From an optimization exercise on the open Yosys and OpenROAD flow, aimed at small area and a short achievable clock period; shortcuts taken in it are not production practice. Where RTL was checked, it was by simulation tests only, not by an equivalence proof against the original. Power figures rest on the tool's default switching activity, not on a simulated workload.

Setup of the reference run:
==> module sid_voice, before the edit <==
module sid_voice (
    input  wire logic        clk,
    input  wire logic        rst_n,
    input  wire logic        is254,
    input  wire logic        step_en,
    input  wire logic        at_tick,
    input  wire logic        pass2,
    input  wire logic [15:0] freq,
    input  wire logic [7:0]  pw,
    input  wire logic [7:0]  attack,
    input  wire logic [7:0]  attack_n,
    input  wire logic [7:0]  sustain,
    input  wire logic [7:0]  sustain_n,
    input  wire logic [3:0]  wave,
    input  wire logic [3:0]  wave_n,
    input  wire logic        gate_n,
    output logic      [7:0]  m
);
    localparam logic [2:0] S_IDLE = 3'd0, S_ATK = 3'd1, S_DEC = 3'd2,
                           S_SUS = 3'd3, S_REL = 3'd4;
    logic [15:0] acc;    
    logic [7:0]  p;      
    logic        ca;     
    logic        cb;     
    logic        c16;    
    logic [16:0] acc_sum;
    logic [8:0]  sa, sb, sc;
    logic [8:0]  p_inc;
    logic [7:0]  p_step;
    assign acc_sum   = {1'b0, acc} + {1'b0, freq};
    assign c16       = acc_sum[16] & step_en;
    assign sa        = synth_pkg::add8({2'b0, acc[5:0]},   {2'b0, freq[5:0]   & {6{step_en}}}, 1'b0);
    assign sb        = synth_pkg::add8({3'b0, acc[10:6]},  {3'b0, freq[10:6]  & {5{at_tick}}}, ca);
    assign sc        = synth_pkg::add8({3'b0, acc[15:11]}, {3'b0, freq[15:11] & {5{pass2}}},   cb);
    assign p_inc     = synth_pkg::inc8(p, 1'b1);
    assign p_step    = c16 ? p_inc[7:0] : p;
    always_ff @(posedge clk or negedge rst_n) begin
        if (!rst_n) begin
            acc <= '0;
            p   <= '0;
            ca  <= 1'b0;
            cb  <= 1'b0;
        end else begin
            ca          <= sa[6] & step_en;
            cb          <= sb[5] & at_tick;
            acc[5:0]    <= sa[5:0];
            acc[10:6]   <= sb[4:0];
            acc[15:11]  <= sc[4:0];
            p           <= p_step;
        end
    end
    logic [7:0] env;
    logic [2:0] st;
    logic [2:0] gst;
    logic [7:0] nenv, opb, sus_lvl, cval;
    logic [3:0] nib;
    logic [8:0] esum;
    logic       is_atk, is_dec, is_rel, done, done_n;
    always_comb begin
        gst = st;
        if (gate_n && (st == S_IDLE || st == S_REL)) gst = S_ATK;
        else if (!gate_n && (st == S_ATK || st == S_DEC || st == S_SUS)) gst = S_REL;
    end
    logic [8:0] atk_t;
    logic [9:0] dx, dy, dz, ds, dc, dsum;
    assign atk_t = {1'b0, env} + 9'(attack_n[3:0]) + 9'd2;
    assign dx    = {2'b0, env};
    assign dy    = {2'b0, ~sustain_n[3:0], ~sustain_n[3:0]};
    assign dz    = {2'b0, 4'hF, ~attack_n[7:4]};
    assign ds    = dx ^ dy ^ dz;
    assign dc    = ((dx & dy) | (dx & dz) | (dy & dz)) << 1;
    assign dsum  = ds + dc;
    always_comb begin
        case (gst)
            S_ATK:   done_n = atk_t[8];
            S_DEC:   done_n = ~dsum[9];
            default: done_n = {1'b0, env} <= 9'(sustain_n[7:4]) + 9'd1;
        endcase
    end
    always_ff @(posedge clk) begin
        is_atk <= (gst == S_ATK);
        is_dec <= (gst == S_DEC);
        is_rel <= (gst == S_REL);
        done   <= done_n;
    end
    assign sus_lvl = {sustain[3:0], sustain[3:0]};
    assign nib  = is_dec ? attack[7:4] : sustain[7:4];
    assign opb  = is_atk ? {4'b0000, attack[3:0]} : {4'b1111, ~nib};
    assign esum = {1'b0, env} + {1'b0, opb} + 9'(is_atk);
    assign cval = is_atk ? 8'hFF : (is_dec ? sus_lvl : 8'h00);
    assign nenv = (is_atk | is_dec | is_rel) ? (done ? cval : esum[7:0]) : env;
    always_ff @(posedge clk or negedge rst_n) begin
        if (!rst_n) begin
            env <= '0;
            st  <= S_IDLE;
        end else if (step_en) begin
            env <= nenv;
            if (is_atk)      st <= done ? S_DEC  : S_ATK;
            else if (is_dec) st <= done ? S_SUS  : S_DEC;
            else if (is_rel) st <= done ? S_IDLE : S_REL;
        end
    end
    logic [3:0] xlo_n, xhi, w_lo;
    logic       g_n;
    assign xlo_n = (wave_n[2] ? p_step[3:0] : 4'hF) &
                   (wave_n[1] ? ({p_step[2:0], 1'b0} ^ {4{p_step[7]}}) : 4'hF);
    assign xhi   = (wave[2] ? p[7:4] : 4'hF) & (wave[1] ? (p[6:3] ^ {4{p[7]}}) : 4'hF);
    assign g_n   = (wave[1] | wave[2] | wave[3]) & (~wave[3] | (p < pw));
    logic        use_m;
    logic [11:0] o0, o1, o2, o3, o4, s1, c1, s2, c2, s3, c3, part;
    assign o0 = 12'(m & {8{use_m}});
    assign o1 = 12'(env & {8{w_lo[0]}});
    assign o2 = 12'(env & {8{w_lo[1]}}) << 1;
    assign o3 = 12'(env & {8{w_lo[2]}}) << 2;
    assign o4 = 12'(env & {8{w_lo[3]}}) << 3;
    assign s1 = o0 ^ o1 ^ o2;
    assign c1 = ((o0 & o1) | (o0 & o2) | (o1 & o2)) << 1;
    assign s2 = s1 ^ c1 ^ o3;
    assign c2 = ((s1 & c1) | (s1 & o3) | (c1 & o3)) << 1;
    assign s3 = s2 ^ c2 ^ o4;
    assign c3 = ((s2 & c2) | (s2 & o4) | (c2 & o4)) << 1;
    assign part = s3 + c3;
    always_ff @(posedge clk) begin
        w_lo  <= step_en ? xlo_n : (xhi & {4{g_n}});
        use_m <= at_tick & g_n;
        m     <= part[11:4];
    end
endmodule
Settings: LEC_CHECK=0, ABC_AREA=1, CAP_MARGIN=20, CORE_MARGIN=2, CORE_UTILIZATION=40, CTS_CLUSTER_DIAMETER=90, CTS_CLUSTER_SIZE=25, SETUP_SLACK_MARGIN=3.6, SLEW_MARGIN=20; clock period 7.0 ns.
run.sh (not shown) runs the stock make flow with config.mk's settings and CLKGATE_MAP_FILE= SYNTH_SCRIPT=/design/flow/synth_recipe.tcl, a recipe that flattens the netlist after the stock synthesis.
Here is what was changed in the inputs of the trial run compared with the reference run.
--- a/flow/design.v
+++ b/flow/design.v
@@ -24,6 +24,29 @@
         s[8] = c;
         inc8 = s;
     endfunction
+    function automatic logic carry16(input logic [15:0] a, input logic [15:0] b,
+                                     input logic ci);
+        logic [15:0] g, p;
+        logic [7:0]  g1, p1;
+        logic [3:0]  g2, p2;
+        logic [1:0]  g3, p3;
+        g = a & b;
+        p = a | b;
+        g[0] = g[0] | (p[0] & ci);
+        for (int i = 0; i < 8; i++) begin
+            g1[i] = g[2*i+1] | (p[2*i+1] & g[2*i]);
+            p1[i] = p[2*i+1] & p[2*i];
+        end
+        for (int i = 0; i < 4; i++) begin
+            g2[i] = g1[2*i+1] | (p1[2*i+1] & g1[2*i]);
+            p2[i] = p1[2*i+1] & p1[2*i];
+        end
+        for (int i = 0; i < 2; i++) begin
+            g3[i] = g2[2*i+1] | (p2[2*i+1] & g2[2*i]);
+            p3[i] = p2[2*i+1] & p2[2*i];
+        end
+        carry16 = g3[1] | (p3[1] & g3[0]);
+    endfunction
 endpackage
 `default_nettype wire
 `timescale 1ns/1ps
@@ -167,12 +190,10 @@
     logic        ca;     
     logic        cb;     
     logic        c16;    
-    logic [16:0] acc_sum;
     logic [8:0]  sa, sb, sc;
     logic [8:0]  p_inc;
     logic [7:0]  p_step;
-    assign acc_sum   = {1'b0, acc} + {1'b0, freq};
-    assign c16       = acc_sum[16] & step_en;
+    assign c16       = synth_pkg::carry16(acc, freq, 1'b0) & step_en;
     assign sa        = synth_pkg::add8({2'b0, acc[5:0]},   {2'b0, freq[5:0]   & {6{step_en}}}, 1'b0);
     assign sb        = synth_pkg::add8({3'b0, acc[10:6]},  {3'b0, freq[10:6]  & {5{at_tick}}}, ca);
     assign sc        = synth_pkg::add8({3'b0, acc[15:11]}, {3'b0, freq[15:11] & {5{pass2}}},   cb);
@@ -205,27 +226,37 @@
         if (gate_n && (st == S_IDLE || st == S_REL)) gst = S_ATK;
         else if (!gate_n && (st == S_ATK || st == S_DEC || st == S_SUS)) gst = S_REL;
     end
-    logic [8:0] atk_t;
-    logic [9:0] dx, dy, dz, ds, dc, dsum;
-    assign atk_t = {1'b0, env} + 9'(attack_n[3:0]) + 9'd2;
+    logic       atk_end, dec_end;
+    logic [4:0] a1;
+    logic [9:0] dx, dy, dz, ds, dc;
+    assign a1      = {1'b0, attack_n[3:0]} + 5'd1;
+    assign atk_end = synth_pkg::carry16({8'h00, env}, {11'h7F8, a1}, 1'b1);
     assign dx    = {2'b0, env};
     assign dy    = {2'b0, ~sustain_n[3:0], ~sustain_n[3:0]};
     assign dz    = {2'b0, 4'hF, ~attack_n[7:4]};
     assign ds    = dx ^ dy ^ dz;
     assign dc    = ((dx & dy) | (dx & dz) | (dy & dz)) << 1;
-    assign dsum  = ds + dc;
+    assign dec_end = ~synth_pkg::carry16({7'h7F, ds[8:0]}, {7'h00, dc[8:0]}, 1'b0);
     always_comb begin
         case (gst)
-            S_ATK:   done_n = atk_t[8];
-            S_DEC:   done_n = ~dsum[9];
+            S_ATK:   done_n = atk_end;
+            S_DEC:   done_n = dec_end;
             default: done_n = {1'b0, env} <= 9'(sustain_n[7:4]) + 9'd1;
         endcase
     end
+    always_ff @(posedge clk or negedge rst_n) begin
+        if (!rst_n) begin
+            is_atk <= 1'b0;
+            is_dec <= 1'b0;
+            is_rel <= 1'b0;
+        end else begin
+            is_atk <= is254 & (gst == S_ATK);
+            is_dec <= is254 & (gst == S_DEC);
+            is_rel <= is254 & (gst == S_REL);
+        end
+    end
     always_ff @(posedge clk) begin
-        is_atk <= (gst == S_ATK);
-        is_dec <= (gst == S_DEC);
-        is_rel <= (gst == S_REL);
-        done   <= done_n;
+        done <= done_n;
     end
     assign sus_lvl = {sustain[3:0], sustain[3:0]};
     assign nib  = is_dec ? attack[7:4] : sustain[7:4];
@@ -237,7 +268,7 @@
         if (!rst_n) begin
             env <= '0;
             st  <= S_IDLE;
-        end else if (step_en) begin
+        end else begin
             env <= nenv;
             if (is_atk)      st <= done ? S_DEC  : S_ATK;
             else if (is_dec) st <= done ? S_SUS  : S_DEC;
==> comparison <==
~same finished layout cell area in the trial run and the reference run
Shortest period the worst path allows: higher on the reference run
Re area fraction of clock buffers and clock inverters: the trial run and the reference run aren't equal, and the lower value belongs to the reference run.
Summary — non-clock buffer total of the final layout, the trial run relative to the reference run: higher, by about 2%.
Delta(highest achievable clock rate, the trial run - the reference run) > 0
Diff the reference run -> the trial run: post-synthesis to final-layout area growth now larger; total die area now smaller; TritonCTS buffer count now larger.
The trial run — biggest cell delay along the critical path 0.02 ns lower, the reference run as reference
Post-synthesis adder-cell area fraction ends up lower on the trial run.
In the reports for the trial run and the reference run, the larger portion of total power attributed to the clock network belongs to the trial run.
The trial run against the reference run: total power of the final layout increased 1.8%; buffers inserted during post-CTS setup optimization increased 1.
Only the layout flow was run in the reference run; the RTL was not checked for function there.

## separate check: timing with driven ports
No port has a modelled driver above. Below, the same layouts with a new extraction and two added sets of constraints. Step 1 assumes that a clkbuf_16 drives the clock port and a buf_2 every other input. Step 2 times the ports against the registers' clock, not the clock port: input delays grow and output delays shrink by t, the midpoint of the rising clock arrivals with the driver on. Slacks: ideal / step 1 / step 2; pairs: ideal / step 1.
| run | t (ns) | slack for setup (ns) | worst setup path at the end | worst register clock-pin slew, ns | worst slew at a driven data input, ns |
|---|---|---|---|---|---|
| the reference run | 0.661 | 3.617 / 3.617 / 3.617 | register to register | 0.10 / 0.10 | 0.05 |
| the trial run | 0.674 | 3.671 / 3.671 / 3.671 | register to register | 0.10 / 0.10 | 0.05 |
After both steps setup and hold are still met in every run listed.
